This design comes from an exercise in tuning for small area, a short achievable clock period and few clock cycles per item on the open sky130 flow, not from production work. The RTL was checked by simulation tests, not by an equivalence proof against the original design. No driver is modelled on the clock port, so clocking that relies on it looks cheaper here than on a real chip. No activity file was given, so power comes from the tool's default toggle rates.

==> flow/design.v (excerpt) <==
module dot_product_sequencer #(
    parameter int unsigned ADDR_W = 10,
    parameter int unsigned LEN_W  = 10
) (
    input  logic              clk,
    input  logic              rst,
    input  logic              start,
    input  logic [LEN_W-1:0]  len,
    input  logic [ADDR_W-1:0] a_base,
    input  logic [ADDR_W-1:0] b_base,
    output logic              mem_rd,
    output logic [ADDR_W-1:0] mem_addr_a,
    output logic [ADDR_W-1:0] mem_addr_b,
    input  logic [31:0]       mem_rdata_a,
    input  logic [31:0]       mem_rdata_b,
    output logic              busy,
    output logic              done,
    output logic [31:0]       result
);
Size in the first run: ~150 I/O pins, about 26,000 µm² of cells after synthesis.
export LEC_CHECK = 0
export CAP_MARGIN = 20
export CORE_MARGIN = 2
export CORE_UTILIZATION = 60
export SLEW_MARGIN = 20
create_clock -name core_clock -period 12.0 [get_ports {clk}]
standard.sh (not shown) runs the stock make flow with config.mk's settings and CLKGATE_MAP_FILE= SYNTH_SCRIPT=/design/flow/synth_recipe.tcl, a recipe that flattens the netlist after the stock synthesis.
==> flow/flow/run.sh <==
#!/bin/bash
set -e
export SETUP_SLACK_MARGIN=7.8
export BUFFER_PORTS_ARGS="-buffer_cell sky130_fd_sc_hd__buf_1"
R=orfs/results/sky130hd/dot_product_sequencer/base
bash standard.sh synth > synth.log 2>&1
cp $R/1_2_yosys.v 1_2_yosys.standard.v
python3 flow/fapol.py 1_2_yosys.standard.v $R/1_2_yosys.v > fapol.log 2>&1
bash standard.sh cts > cts.log 2>&1
SKEW_BUFS="sky130_fd_sc_hd__clkbuf_1 sky130_fd_sc_hd__clkbuf_1 sky130_fd_sc_hd__clkbuf_8" SKEW_DB=$R/4_cts.odb openroad -no_init -exit flow/skew.tcl > skew.log 2>&1
bash standard.sh finish > standard.log 2>&1
==> flow/flow/skew.tcl <==
# Delay the clock of the carry-save accumulator registers (s_acc, c_acc, ckg_r) by one extra
# buffer stage. Their inputs come from the multiplier tree (the long register-to-register
# paths); their outputs feed the tree again and the resolve adder, which have slack. None of
# them is on a path from an input or to an output.
set db_file $::env(SKEW_DB)
set buf_names $::env(SKEW_BUFS)
read_db $db_file
set block [ord::get_db_block]
set db [ord::get_db]
foreach b $buf_names {
  if {[$db findMaster $b] == "NULL"} { error "no master $b" }
}
set groups [dict create]
foreach inst [$block getInsts] {
  set name [$inst getName]
  if {[regexp {^(s_acc|c_acc|ckg_r)\\?\[} $name]} {
    set it [$inst findITerm CLK]
    set net [$it getNet]
    dict lappend groups [$net getName] $it
  }
}
set k 0
foreach netname [dict keys $groups] {
  set net [$block findNet $netname]
  set its [dict get $groups $netname]
  # centroid of the flops
  set sx 0; set sy 0; set n 0
  foreach it $its {
    set inst [$it getInst]
    set bb [$inst getBBox]
    set sx [expr {$sx + ([$bb xMin] + [$bb xMax]) / 2}]
    set sy [expr {$sy + ([$bb yMin] + [$bb yMax]) / 2}]
    incr n
  }
  set cx [expr {$sx / $n}]; set cy [expr {$sy / $n}]
  set drive $net
  set s 0
  foreach b $buf_names {
    set master [$db findMaster $b]
    set newnet [odb::dbNet_create $block "skew_clk_net_${k}_$s"]
    $newnet setSigType CLOCK
    set buf [odb::dbInst_create $block $master "skew_clk_buf_${k}_$s"]
    [$buf findITerm A] connect $drive
    [$buf findITerm X] connect $newnet
    $buf setLocation $cx $cy
    $buf setPlacementStatus PLACED
    set drive $newnet
    incr s
  }
  foreach it $its {
    $it disconnect
    $it connect $newnet
  }
  puts "skew: net $netname: moved $n flops behind $buf_names"
  incr k
}
global_connect
detailed_placement
check_placement
write_db $db_file
Other scripts of this flow, unchanged in this note and not shown: flow/flow/fapol.py
The baseline completed with no timing, DRC or antenna violations.
Testbench counts at the start, summed over its fixed seeds: cycles 8,591, items 320.
==> next run, changes <==
==> flow/flow/run.sh (replaced) <==
#!/bin/bash
set -e
export SETUP_SLACK_MARGIN=7.5
export BUFFER_PORTS_ARGS="-buffer_cell sky130_fd_sc_hd__buf_2"
R=orfs/results/sky130hd/dot_product_sequencer/base
bash standard.sh synth > synth.log 2>&1
cp $R/1_2_yosys.v 1_2_yosys.standard.v
python3 flow/fapol.py 1_2_yosys.standard.v $R/1_2_yosys.v > fapol.log 2>&1
bash standard.sh cts > cts.log 2>&1
SKEW_BUFS="sky130_fd_sc_hd__clkbuf_2 sky130_fd_sc_hd__clkbuf_8" SKEW_DB=$R/4_cts.odb openroad -no_init -exit flow/skew.tcl > skew.log 2>&1
bash standard.sh finish > standard.log 2>&1
Utilization fell by 0.55 points. Final area came out lower by 0.83%. Synthesized area does not change. Global-route usage drops by 0.59 points. Hold slack gets better by 0.014 ns. Clock-buffer cell count came out higher by 1.

trial 85:
dot_product_sequencer, a different RTL version from the one above (not shown whole).
Size in the first run: ~2500 cells after synthesis, roughly 150 I/O pins, roughly 26000 um2 of cells after synthesis.
==> flow/config.mk <==
export PLATFORM = sky130hd
export DESIGN_NAME = dot_product_sequencer
export DESIGN_NICKNAME = dot_product_sequencer
export VERILOG_FILES = /design/flow/design.v
export SDC_FILE = /design/flow/constraint.sdc
export NUM_CORES = 4
export LEC_CHECK = 0
export CAP_MARGIN = 20
export CORE_MARGIN = 2
export CORE_UTILIZATION = 60
export SLEW_MARGIN = 20
==> flow/constraint.sdc <==
create_clock -name core_clock -period 12.0 [get_ports {clk}]
set_input_delay 2.4000 -clock core_clock [delete_from_list [all_inputs] [get_ports {clk}]]
set_output_delay 2.4000 -clock core_clock [all_outputs]
set_load 0.01 [all_outputs]
==> flow/flow/run.sh <==
#!/bin/bash
set -e
export SETUP_SLACK_MARGIN=7.7
export BUFFER_PORTS_ARGS="-buffer_cell sky130_fd_sc_hd__buf_1"
R=orfs/results/sky130hd/dot_product_sequencer/base
bash standard.sh synth > synth.log 2>&1
cp $R/1_2_yosys.v 1_2_yosys.standard.v
python3 flow/fapol.py 1_2_yosys.standard.v $R/1_2_yosys.v > fapol.log 2>&1
bash standard.sh cts > cts.log 2>&1
SKEW_BUFS="sky130_fd_sc_hd__clkbuf_1 sky130_fd_sc_hd__clkbuf_1 sky130_fd_sc_hd__clkbuf_1 sky130_fd_sc_hd__clkbuf_8" SKEW_DB=$R/4_cts.odb openroad -no_init -exit flow/skew.tcl > skew.log 2>&1
bash standard.sh finish > standard.log 2>&1
Scripts as last shown in full above: flow/flow/skew.tcl
Other scripts of this flow, unchanged in this note and not shown: flow/flow/fapol.py
Trial 85 did not stop at any stage, and its layout met the timing, DRC and antenna checks.
Testbench counts of trial 85, summed over its fixed seeds: cycles 8,591, items 320.
What build 77 does differently from trial 85 at the input level:
--- a/flow/flow/run.sh
+++ b/flow/flow/run.sh
@@ -3 +3 @@
-export SETUP_SLACK_MARGIN=7.7
+export SETUP_SLACK_MARGIN=7.8
Notes after the runs:
Going from trial 85 to build 77, the first-iteration DRC count was found to have gone down by 6.3%.
The multi-input combinational cell area on build 77 is in line with that on trial 85.
Worst-case vdd ir drop for build 77 is lower than for trial 85.
Cmp trial 85 and build 77 / total track usage / higher: trial 85
The total cell area at the placement stage was comparable across trial 85 and build 77.
Total buffers and inverters traversed by the critical path: build 77 vs trial 85 up 3
Against trial 85, build 77 comes in 3.2 ps higher on hold slack.

dot_product_sequencer again, from the RTL that the note above started with.
==> flow/design.v (excerpt) <==
module dot_product_sequencer #(
    parameter int unsigned ADDR_W = 10,
    parameter int unsigned LEN_W  = 10
) (
    input  logic              clk,
    input  logic              rst,
    input  logic              start,
    input  logic [LEN_W-1:0]  len,
    input  logic [ADDR_W-1:0] a_base,
    input  logic [ADDR_W-1:0] b_base,
    output logic              mem_rd,
    output logic [ADDR_W-1:0] mem_addr_a,
    output logic [ADDR_W-1:0] mem_addr_b,
    input  logic [31:0]       mem_rdata_a,
    input  logic [31:0]       mem_rdata_b,
    output logic              busy,
    output logic              done,
    output logic [31:0]       result
);
==> flow/config.mk <==
export PLATFORM = sky130hd
export DESIGN_NAME = dot_product_sequencer
export DESIGN_NICKNAME = dot_product_sequencer
export VERILOG_FILES = /design/flow/design.v
export SDC_FILE = /design/flow/constraint.sdc
export NUM_CORES = 4
export LEC_CHECK = 0
export CAP_MARGIN = 20
export CORE_MARGIN = 2
export CORE_UTILIZATION = 60
export SLEW_MARGIN = 20
==> flow/constraint.sdc <==
create_clock -name core_clock -period 12.0 [get_ports {clk}]
set_input_delay 2.4000 -clock core_clock [delete_from_list [all_inputs] [get_ports {clk}]]
set_output_delay 2.4000 -clock core_clock [all_outputs]
set_load 0.01 [all_outputs]
==> flow/flow/run.sh <==
#!/bin/bash
set -e
export SETUP_SLACK_MARGIN=7.8
export BUFFER_PORTS_ARGS="-buffer_cell sky130_fd_sc_hd__buf_1"
R=orfs/results/sky130hd/dot_product_sequencer/base
bash standard.sh synth > synth.log 2>&1
cp $R/1_2_yosys.v 1_2_yosys.standard.v
python3 flow/fapol.py 1_2_yosys.standard.v $R/1_2_yosys.v > fapol.log 2>&1
bash standard.sh cts > cts.log 2>&1
SKEW_BUFS="sky130_fd_sc_hd__clkbuf_1 sky130_fd_sc_hd__clkbuf_1 sky130_fd_sc_hd__clkbuf_8" SKEW_DB=$R/4_cts.odb openroad -no_init -exit flow/skew.tcl > skew.log 2>&1
bash standard.sh finish > standard.log 2>&1
Scripts as last shown in full above: flow/flow/skew.tcl
Other scripts of this flow, unchanged in this note and not shown: flow/flow/fapol.py
Testbench counts at the start, summed over its fixed seeds: cycles 8,591, items 320.
Rerun with:
==> flow/flow/run.sh (replaced) <==
#!/bin/bash
set -e
export SETUP_SLACK_MARGIN=7.95
export BUFFER_PORTS_ARGS="-buffer_cell sky130_fd_sc_hd__buf_1"
R=orfs/results/sky130hd/dot_product_sequencer/base
bash standard.sh synth > synth.log 2>&1
cp $R/1_2_yosys.v 1_2_yosys.standard.v
python3 flow/fapol.py 1_2_yosys.standard.v $R/1_2_yosys.v > fapol.log 2>&1
bash standard.sh cts > cts.log 2>&1
SKEW_BUFS="sky130_fd_sc_hd__clkbuf_1 sky130_fd_sc_hd__clkbuf_1 sky130_fd_sc_hd__clkbuf_1 sky130_fd_sc_hd__clkbuf_8" SKEW_DB=$R/4_cts.odb openroad -no_init -exit flow/skew.tcl > skew.log 2>&1
bash standard.sh finish > standard.log 2>&1
Die area is unchanged; worst hold slack stays flat; first-iteration DRC count is higher by a quarter to a third; setup slack degrades by 0.027 ns; critical path depth is higher by 5; final cell count is higher by a few percent; via count is higher by a few percent.

-- static timing again, ports no longer ideal --
How much do the figures lean on ideal ports? The routed layouts below were timed once more, with nothing changed but the port constraints. Step 1 (the two cells are an assumption about what drives the block):
set clk [get_ports {clk}]
set_driving_cell -lib_cell sky130_fd_sc_hd__clkbuf_16 $clk
set_driving_cell -lib_cell sky130_fd_sc_hd__buf_2 [delete_from_list [all_inputs] $clk]
Step 2, shift: input delay + t, output delay - t, t = (earliest + latest rising clock arrival at the registers) / 2. This alone moves slack from input paths to output paths. a / b / c = ideal / step 1 / step 2; a / b = the first two.
| run | shift t [ns] | slack for setup (ns) | latest minus earliest clock arrival (ns) |
|---|---|---|---|
| the first run of note 1 | 0.829 | 8.076 / 8.076 / 7.730 | 0.423 / 0.422 |
| the second run of note 1 | 0.740 | 7.692 / 7.692 / 7.692 | 0.292 / 0.292 |
| trial 85 | 0.858 | 7.923 / 7.923 / 7.329 | 0.478 / 0.478 |
| build 77 | 0.862 | 8.070 / 8.107 / 7.245 | 0.501 / 0.502 |
| the first run of note 3 | 0.819 | 8.067 / 8.105 / 7.286 | 0.410 / 0.410 |
| the second run of note 3 | 0.895 | 8.040 / 8.040 / 7.653 | 0.532 / 0.532 |
In 5 of these runs the clock reaches the registers at very different times; t lies between them, and the last value is a rough guide only. For build 77, which loses most, drivers alone change the setup slack by +0.037 ns; drivers and shift together by -0.825 ns.
